Source: an optimization exercise on an open RTL-to-GDS flow (aim: small area, a short achievable clock period and few clock cycles per item). Production flows keep margins and buffers that such runs may drop. Function was checked by simulation only, so behaviour that the tests miss may differ from the original.

==> garnet: inputs <==
==> flow/design.v <==
module matrix_mem_sequencer #(
  parameter int ADDR_W = 8,
  parameter int DATA_W = 256,
  parameter int RD_LAT = 2
) (
  input  logic              clk,
  input  logic              rst,
  input  logic              start,
  input  logic [ADDR_W-1:0] addr_a,
  input  logic [ADDR_W-1:0] addr_b,
  input  logic [ADDR_W-1:0] addr_c,
  output logic              busy,
  output logic              done,
  output logic [ADDR_W-1:0] ram_addr,
  output logic              ram_wren,
  output logic [DATA_W-1:0] ram_wdata,
  input  logic [DATA_W-1:0] ram_rdata,
  output logic [DATA_W-1:0] mat_a,
  output logic [DATA_W-1:0] mat_b,
  input  logic [DATA_W-1:0] mat_c
);
  localparam int DEPTH = 4;
  logic [ADDR_W-1:0] q_a   [DEPTH];
  logic [ADDR_W-1:0] q_b   [DEPTH];
  logic [ADDR_W-1:0] q_c   [DEPTH];
  logic [DEPTH-1:0]  q_v;
  logic [DEPTH-1:0]  q_ra;    
  logic [DEPTH-1:0]  q_rb;    
  logic [DEPTH-1:0]  q_ab;    
  logic [DEPTH-1:0]  q_fb;    
  logic [DEPTH-1:0]  q_h1b;   
  logic [DEPTH-1:0]  q_h2a;   
  logic [DEPTH-1:0]  q_h2b;   
  logic [DEPTH-1:0]  q_t1, q_t2, q_t3;
  logic [ADDR_W-1:0] r_lc1, r_lc2;    
  logic              r_lv1, r_lv2;
  logic              r_eval;          
  logic              r_busy;
  logic              r_done;
  logic              r_wren;
  logic [ADDR_W-1:0] r_addr;
  logic              p0_da, p0_db, p1_da, p1_db, p2_da, p2_db;
  logic              sa_c, sa_r, sb_c, sb_r;
  logic [DATA_W-1:0] r_a, r_b;
  logic [DEPTH-1:0] q_rem;
  assign q_rem = q_ra | q_rb;
  logic rd0, rd1, rd2, isa1, isa2, rdb1, rdb2, rd_en, rd_isa, rd_ab;
  assign isa1 = q_ra[1] && !q_t3[0];
  assign rdb1 = q_rb[1] && !q_h1b[1];
  assign isa2 = q_ra[2] && !q_t2[0] && !q_t3[1] && !q_h2a[2];
  assign rdb2 = q_rb[2] && !q_t3[0] && !q_h2b[2];
  assign rd0  = !r_eval && q_v[0] && q_rem[0];
  assign rd1  = !r_eval && q_v[1] && !q_rem[0] && (isa1 || rdb1);
  assign rd2  = !r_eval && q_v[2] && !q_rem[0] && !q_rem[1] && (isa2 || rdb2);
  assign rd_en  = rd0 || rd1 || rd2;
  assign rd_isa = (rd0 && q_ra[0]) || (rd1 && isa1) || (rd2 && isa2);
  assign rd_ab  = (rd0 && q_ra[0] && q_ab[0]) || (rd1 && isa1 && q_ab[1]) ||
                  (rd2 && isa2 && q_ab[2]);
  logic [ADDR_W-1:0] nx_addr;
  always_comb begin
    if (r_eval)        nx_addr = q_c[0];
    else if (q_rem[0]) nx_addr = q_ra[0] ? q_a[0] : q_b[0];
    else if (q_rem[1]) nx_addr = isa1 ? q_a[1] : q_b[1];
    else               nx_addr = isa2 ? q_a[2] : q_b[2];
  end
  logic             acc;
  logic [DEPTH-1:0] s_v, s_ra, s_rb, s_t1, s_t2, s_t3;   
  logic [DEPTH-1:0] slot_new;                           
  logic             n_fa, n_fb, n_ab, n_h2a, n_h2b;
  always_comb begin
    for (int i = 0; i < DEPTH; i++) begin
      if (i + 1 < DEPTH) begin
        s_v[i]  = r_eval ? q_v[i+1]  : q_v[i];
        s_ra[i] = r_eval ? q_ra[i+1] : q_ra[i];
        s_rb[i] = r_eval ? q_rb[i+1] : q_rb[i];
        s_t1[i] = r_eval ? q_t1[i+1] : q_t1[i];
        s_t2[i] = r_eval ? q_t2[i+1] : q_t2[i];
        s_t3[i] = r_eval ? q_t3[i+1] : q_t3[i];
      end else begin
        s_v[i]  = !r_eval && q_v[i];
        s_ra[i] = !r_eval && q_ra[i];
        s_rb[i] = !r_eval && q_rb[i];
        s_t1[i] = !r_eval && q_t1[i];
        s_t2[i] = !r_eval && q_t2[i];
        s_t3[i] = !r_eval && q_t3[i];
      end
    end
    for (int i = 0; i < DEPTH; i++)
      slot_new[i] = !s_v[i] && (i == 0 || s_v[(i == 0) ? 0 : i-1]);
  end
  assign acc   = start && !r_busy;
  assign n_fa  = r_lv1 && (addr_a == r_lc1);
  assign n_fb  = r_lv1 && (addr_b == r_lc1);
  assign n_ab  = (addr_a == addr_b);
  assign n_h2a = r_lv2 && (addr_a == r_lc2);
  assign n_h2b = r_lv2 && (addr_b == r_lc2);
  logic n_near;
  assign n_near = !s_v[1];
  logic e_next;
  assign e_next = r_eval ? (q_v[1] && !q_rem[1] && !q_t2[1])
                         : (q_v[0] && !q_rem[0] && !q_t2[0]);
  logic [DEPTH-1:0] n_v, n_ra, n_rb, n_t1, n_t2, n_t3, iss;
  always_comb begin
    iss = {1'b0, rd2, rd1, rd0};
    for (int i = 0; i < DEPTH; i++) begin
      n_v[i]  = s_v[i] || (acc && slot_new[i]);
      n_ra[i] = (acc && slot_new[i]) ? !n_fa : (s_ra[i] && !(iss[i] && rd_isa));
      n_rb[i] = (acc && slot_new[i]) ? (!(n_fb && !n_near) && !(n_ab && !n_fa))
                                     : (s_rb[i] && !(iss[i] && !rd_isa));
      n_t3[i] = iss[i];
      n_t2[i] = iss[i] || s_t3[i];
      n_t1[i] = iss[i] || s_t2[i];
    end
  end
  always_ff @(posedge clk) begin
    if (!rst) begin
      q_v    <= '0;
      q_ra   <= '0;
      q_rb   <= '0;
      q_t1   <= '0;
      q_t2   <= '0;
      q_t3   <= '0;
      r_lv1  <= 1'b0;
      r_lv2  <= 1'b0;
      r_eval <= 1'b0;
      r_busy <= 1'b0;
      r_done <= 1'b0;
      r_wren <= 1'b0;
      p0_da  <= 1'b0; p0_db <= 1'b0;
      p1_da  <= 1'b0; p1_db <= 1'b0;
      p2_da  <= 1'b0; p2_db <= 1'b0;
      sa_c   <= 1'b0; sa_r  <= 1'b0;
      sb_c   <= 1'b0; sb_r  <= 1'b0;
    end else begin
      q_v    <= n_v;
      q_ra   <= n_ra;
      q_rb   <= n_rb;
      q_t1   <= n_t1;
      q_t2   <= n_t2;
      q_t3   <= n_t3;
      if (acc) begin
        r_lv1 <= 1'b1;
        r_lv2 <= r_lv1;
      end
      r_eval <= e_next;
      r_busy <= n_v[DEPTH-1];
      r_done <= r_eval;
      r_wren <= r_eval;
      p0_da  <= rd_en && rd_isa;
      p0_db  <= rd_en && (!rd_isa || rd_ab);
      p1_da  <= p0_da; p1_db <= p0_db;
      p2_da  <= p1_da; p2_db <= p1_db;
      sa_c   <= e_next;
      sa_r   <= p1_da;
      sb_c   <= e_next && (r_eval ? (q_v[2] && q_fb[2]) : (q_v[1] && q_fb[1]));
      sb_r   <= p1_db;
    end
  end
  always_ff @(posedge clk) begin
    if (acc) begin
      r_lc1 <= addr_c;
      r_lc2 <= r_lc1;
    end
    for (int i = 0; i < DEPTH; i++) begin
      if (acc && slot_new[i]) begin
        q_a[i]   <= addr_a;
        q_b[i]   <= addr_b;
        q_c[i]   <= addr_c;
        q_ab[i]  <= n_ab && !n_fa;
        q_fb[i]  <= n_fb && !n_near;
        q_h1b[i] <= n_fb && n_near;
        q_h2a[i] <= n_h2a;
        q_h2b[i] <= n_h2b;
      end else if (r_eval) begin
        if (i + 1 < DEPTH) begin
          q_a[i]   <= q_a[i+1];
          q_b[i]   <= q_b[i+1];
          q_c[i]   <= q_c[i+1];
          q_ab[i]  <= q_ab[i+1];
          q_fb[i]  <= q_fb[i+1];
          q_h1b[i] <= q_h1b[i+1];
          q_h2a[i] <= q_h2a[i+1];
          q_h2b[i] <= q_h2b[i+1];
        end else begin
          q_fb[i]  <= 1'b0;
        end
      end
    end
    r_addr <= nx_addr;
  end
  always_ff @(posedge clk) begin
    if (sa_c)      r_a <= mat_c;
    else if (sa_r) r_a <= ram_rdata;
    if (sb_c)      r_b <= mat_c;
    else if (sb_r) r_b <= ram_rdata;
  end
  assign busy      = r_busy;
  assign done      = r_done;
  assign ram_addr  = r_addr;
  assign ram_wren  = r_wren;
  assign ram_wdata = r_a;
  assign mat_a     = r_a;
  assign mat_b     = r_b;
endmodule
==> flow/flow/run.sh <==
#!/bin/bash
# Standard ORFS layout with small port buffers (buf_1 on inputs, buf_2 on
# outputs) and the five datapath pins of each bit placed side by side.
# make's full output goes to standard_flow.log; each ORFS step also keeps its
# own log under orfs/logs.
set -euo pipefail
W=$(pwd)
export PRE_GLOBAL_PLACE_TCL=$W/flow/bufports.tcl
export POST_GLOBAL_PLACE_TCL=$W/flow/unbuf.tcl
export BUFFER_PORTS_ARGS="-outputs -buffer_cell sky130_fd_sc_hd__buf_2"
args="-min_distance 1 -min_distance_in_tracks"
for i in $(seq 0 255); do
  args="$args -group_pins {mat_c[$i] ram_rdata[$i] mat_a[$i] ram_wdata[$i] mat_b[$i]}"
done
export PLACE_PINS_ARGS="$args"
bash standard.sh > $W/standard_flow.log 2>&1
==> flow/flow/bufports.tcl <==
# Input ports get a small buffer here; the standard flow's buffer_ports call (BUFFER_PORTS_ARGS)
# buffers the outputs. dont_touch keeps remove_buffers from taking the input
# buffers out again before placement.
buffer_ports -inputs -buffer_cell sky130_fd_sc_hd__buf_1
foreach inst [get_cells input*] { set_dont_touch $inst }
==> flow/flow/unbuf.tcl <==
# The input buffers were dont_touch only to survive remove_buffers; clear it
# so later steps treat them like any cell, and tie their supply pins with the
# platform's global connections.
foreach inst [get_cells input*] { unset_dont_touch $inst }
global_connect
==> flow/standard.sh <==
#!/bin/bash
# synth_recipe.tcl (not shown) runs the flow's synth.tcl, then flattens the netlist and writes it again
# the make line also repeats each setting of config.mk as NAME=value (left out here)
make -C /OpenROAD-flow-scripts/flow DESIGN_CONFIG=/design/flow/config.mk WORK_HOME=/design/flow/orfs CLKGATE_MAP_FILE= SYNTH_SCRIPT=/design/flow/synth_recipe.tcl "${@:-finish}"
==> flow/config.mk <==
export PLATFORM = sky130hd
export DESIGN_NAME = matrix_mem_sequencer
export DESIGN_NICKNAME = matrix_mem_sequencer
export VERILOG_FILES = /design/flow/design.v
export SDC_FILE = /design/flow/constraint.sdc
export NUM_CORES = 4
export LEC_CHECK = 0
export CAP_MARGIN = 20
export CORE_AREA = 3 3 317 317
export DIE_AREA = 0 0 320 320
export SETUP_SLACK_MARGIN = 1.5
export SLEW_MARGIN = 20
==> flow/constraint.sdc <==
create_clock -name core_clock -period 3.5 [get_ports {clk}]
set_input_delay 0.7000 -clock core_clock [delete_from_list [all_inputs] [get_ports {clk}]]
set_output_delay 0.7000 -clock core_clock [all_outputs]
set_load 0.01 [all_outputs]
==> quartz (differences from garnet) <==
--- a/flow/design.v
+++ b/flow/design.v
@@ -20,5 +20,5 @@
   input  logic [DATA_W-1:0] mat_c
 );
-  localparam int DEPTH = 4;
+  localparam int DEPTH = 3;
   logic [ADDR_W-1:0] q_a   [DEPTH];
   logic [ADDR_W-1:0] q_b   [DEPTH];
@@ -32,5 +32,5 @@
   logic [DEPTH-1:0]  q_h2a;   
   logic [DEPTH-1:0]  q_h2b;   
-  logic [DEPTH-1:0]  q_t1, q_t2, q_t3;
+  logic [DEPTH-1:0]  q_t2, q_t3;
   logic [ADDR_W-1:0] r_lc1, r_lc2;    
   logic              r_lv1, r_lv2;
@@ -41,5 +41,5 @@
   logic [ADDR_W-1:0] r_addr;
   logic              p0_da, p0_db, p1_da, p1_db, p2_da, p2_db;
-  logic              sa_c, sa_r, sb_c, sb_r;
+  logic              sa_c, sa_r, sa_h, sb_c, sb_r, sb_h;
   logic [DATA_W-1:0] r_a, r_b;
   logic [DEPTH-1:0] q_rem;
@@ -65,5 +65,5 @@
   end
   logic             acc;
-  logic [DEPTH-1:0] s_v, s_ra, s_rb, s_t1, s_t2, s_t3;   
+  logic [DEPTH-1:0] s_v, s_ra, s_rb, s_t2, s_t3;   
   logic [DEPTH-1:0] slot_new;                           
   logic             n_fa, n_fb, n_ab, n_h2a, n_h2b;
@@ -74,5 +74,4 @@
         s_ra[i] = r_eval ? q_ra[i+1] : q_ra[i];
         s_rb[i] = r_eval ? q_rb[i+1] : q_rb[i];
-        s_t1[i] = r_eval ? q_t1[i+1] : q_t1[i];
         s_t2[i] = r_eval ? q_t2[i+1] : q_t2[i];
         s_t3[i] = r_eval ? q_t3[i+1] : q_t3[i];
@@ -81,5 +80,4 @@
         s_ra[i] = !r_eval && q_ra[i];
         s_rb[i] = !r_eval && q_rb[i];
-        s_t1[i] = !r_eval && q_t1[i];
         s_t2[i] = !r_eval && q_t2[i];
         s_t3[i] = !r_eval && q_t3[i];
@@ -100,7 +98,10 @@
   assign e_next = r_eval ? (q_v[1] && !q_rem[1] && !q_t2[1])
                          : (q_v[0] && !q_rem[0] && !q_t2[0]);
-  logic [DEPTH-1:0] n_v, n_ra, n_rb, n_t1, n_t2, n_t3, iss;
+  logic [DEPTH-1:0] n_v, n_ra, n_rb, n_t2, n_t3, iss;
   always_comb begin
-    iss = {1'b0, rd2, rd1, rd0};
+    iss = '0;
+    iss[0] = rd0;
+    iss[1] = rd1;
+    iss[2] = rd2;
     for (int i = 0; i < DEPTH; i++) begin
       n_v[i]  = s_v[i] || (acc && slot_new[i]);
@@ -110,5 +111,4 @@
       n_t3[i] = iss[i];
       n_t2[i] = iss[i] || s_t3[i];
-      n_t1[i] = iss[i] || s_t2[i];
     end
   end
@@ -118,5 +118,4 @@
       q_ra   <= '0;
       q_rb   <= '0;
-      q_t1   <= '0;
       q_t2   <= '0;
       q_t3   <= '0;
@@ -130,11 +129,10 @@
       p1_da  <= 1'b0; p1_db <= 1'b0;
       p2_da  <= 1'b0; p2_db <= 1'b0;
-      sa_c   <= 1'b0; sa_r  <= 1'b0;
-      sb_c   <= 1'b0; sb_r  <= 1'b0;
+      sa_c   <= 1'b0; sa_r  <= 1'b0; sa_h <= 1'b1;
+      sb_c   <= 1'b0; sb_r  <= 1'b0; sb_h <= 1'b1;
     end else begin
       q_v    <= n_v;
       q_ra   <= n_ra;
       q_rb   <= n_rb;
-      q_t1   <= n_t1;
       q_t2   <= n_t2;
       q_t3   <= n_t3;
@@ -144,5 +142,5 @@
       end
       r_eval <= e_next;
-      r_busy <= n_v[DEPTH-1];
+      r_busy <= n_v[DEPTH-1] && !e_next;
       r_done <= r_eval;
       r_wren <= r_eval;
@@ -153,6 +151,8 @@
       sa_c   <= e_next;
       sa_r   <= p1_da;
+      sa_h   <= !e_next && !p1_da;
       sb_c   <= e_next && (r_eval ? (q_v[2] && q_fb[2]) : (q_v[1] && q_fb[1]));
       sb_r   <= p1_db;
+      sb_h   <= !(e_next && (r_eval ? (q_v[2] && q_fb[2]) : (q_v[1] && q_fb[1]))) && !p1_db;
     end
   end
@@ -190,8 +190,6 @@
   end
   always_ff @(posedge clk) begin
-    if (sa_c)      r_a <= mat_c;
-    else if (sa_r) r_a <= ram_rdata;
-    if (sb_c)      r_b <= mat_c;
-    else if (sb_r) r_b <= ram_rdata;
+    r_a <= ({DATA_W{sa_c}} & mat_c) | ({DATA_W{sa_r}} & ram_rdata) | ({DATA_W{sa_h}} & r_a);
+    r_b <= ({DATA_W{sb_c}} & mat_c) | ({DATA_W{sb_r}} & ram_rdata) | ({DATA_W{sb_h}} & r_b);
   end
   assign busy      = r_busy;
==> flow/flow/run.sh (replaced) <==
#!/bin/bash
# Standard ORFS layout with small port buffers (buf_1 on inputs and on
# outputs) and the five datapath pins of each bit placed side by side.
# make's full output goes to standard_flow.log; each ORFS step also keeps its
# own log under orfs/logs.
set -euo pipefail
W=$(pwd)
export PRE_GLOBAL_PLACE_TCL=$W/flow/bufports.tcl
export POST_GLOBAL_PLACE_TCL=$W/flow/unbuf.tcl
export BUFFER_PORTS_ARGS="-outputs -buffer_cell sky130_fd_sc_hd__buf_1"
args=""
for i in $(seq 0 255); do
  args="$args -group_pins {mat_c[$i] ram_rdata[$i] mat_a[$i] ram_wdata[$i] mat_b[$i]}"
done
export PLACE_PINS_ARGS="$args"
export CTS_ARGS="-sink_clustering_enable -repair_clock_nets -sink_clustering_size 22 -sink_clustering_max_diameter 80 -balance_levels"
# The platform's don't-use list plus a222oi: that cell packs six inputs into
# a small cell and leaves the datapath's pins too crowded to route.
DU=$(awk '/^export DONT_USE_CELLS \+=/{f=1; next} f{c=/\\$/; gsub(/\\/,""); printf "%s ", $0; if (!c) exit}' $FLOW_HOME/platforms/sky130hd/config.mk)
DU="$(echo $DU) sky130_fd_sc_hd__a222oi_1"
echo "DONT_USE_CELLS=$DU" > $W/dont_use.log
bash standard.sh "DONT_USE_CELLS=$DU" finish > $W/standard_flow.log 2>&1
- CORE_AREA: 3 3 317 317 -> 3 3 457 457
- DIE_AREA: 0 0 320 320 -> 0 0 460 460
- SETUP_SLACK_MARGIN: 1.5 -> 1.7
==> run_results.csv <==
group,metric,value,unit
outcome,status,"complete, no violations",
final_layout,clock_buffers,99,
final_layout,nNetsFinal,3541,
clock_network,numClockSinks,674,
power_and_ir_drop,power.internal,0.0156,W
final_layout,multiInputGateArea,8420,um2
place,hpwlAfterDp,68.2,mm
synth,synth_top_area_share,62.4,%
final_layout,final-seq-area,19900,um2
setup_path,cp_cell_sequence,"buf_2",
synth,synth_top_family_by_area,"multiplexers",
final_layout,n_sequential_cell,674,
power_and_ir_drop,power_frac_comb,11.7,%
drt,routed_wl,95.6,mm
-- figures above: garnet

==> run_results.csv <==
group,metric,value,unit
outcome,status,"complete, no violations",
power_and_ir_drop,vdd_drop_max,553,uV
setup_path,cp_cell_sequence,"buf_6",
synth,synth_top_family_by_area,"simple AND/OR/NAND/NOR gates",
power_and_ir_drop,power_frac_comb,44.8,%
final_layout,multiInputGateArea,9920,um2
drt,routed_wl,93.8,mm
power_and_ir_drop,power.internal,0.0242,W
final_layout,final-seq-area,14900,um2
clock_network,numClockSinks,645,
final_layout,clock_buffers,52,
place,hpwlAfterDp,59.4,mm
synth,synth_top_area_share,41.4,%
-- figures above: quartz

Testbench counts of garnet, summed over its fixed seeds: cycles 8,227, items 3,200.
Testbench counts of quartz, summed over its fixed seeds: cycles 8,227, items 3,200.

[separate check: timing with driven ports]
In the flow no input, the clock included, has a driving cell. The finished layouts below were timed again as built, in two steps. Step 1 sets driving cells, clkbuf_16 on the clock port and buf_2 on the other inputs (assumed; they add their load-dependent delay and slew). Step 2, shift: input delay + t, output delay - t, t = (earliest + latest rising clock arrival at the registers) / 2. This alone moves slack from input paths to output paths. a / b / c = ideal ports / drivers / drivers and shift; a / b = the first two.
| run | t (ns) | slack for setup (ns) | worst setup path after step 2 | worst slew at a driven data input, ns | cell pins on the clock port's net |
|---|---|---|---|---|---|
| garnet | 0.677 | 1.519 / 1.459 / 1.003 | input to register | 0.57 | 1 |
| quartz | 0.728 | 1.645 / 1.561 / 1.250 | input to register | 0.06 | 1 |
After both steps setup and hold are still met in every run listed. For garnet, which loses most, drivers alone change the setup slack by -0.060 ns; drivers and shift together by -0.516 ns.
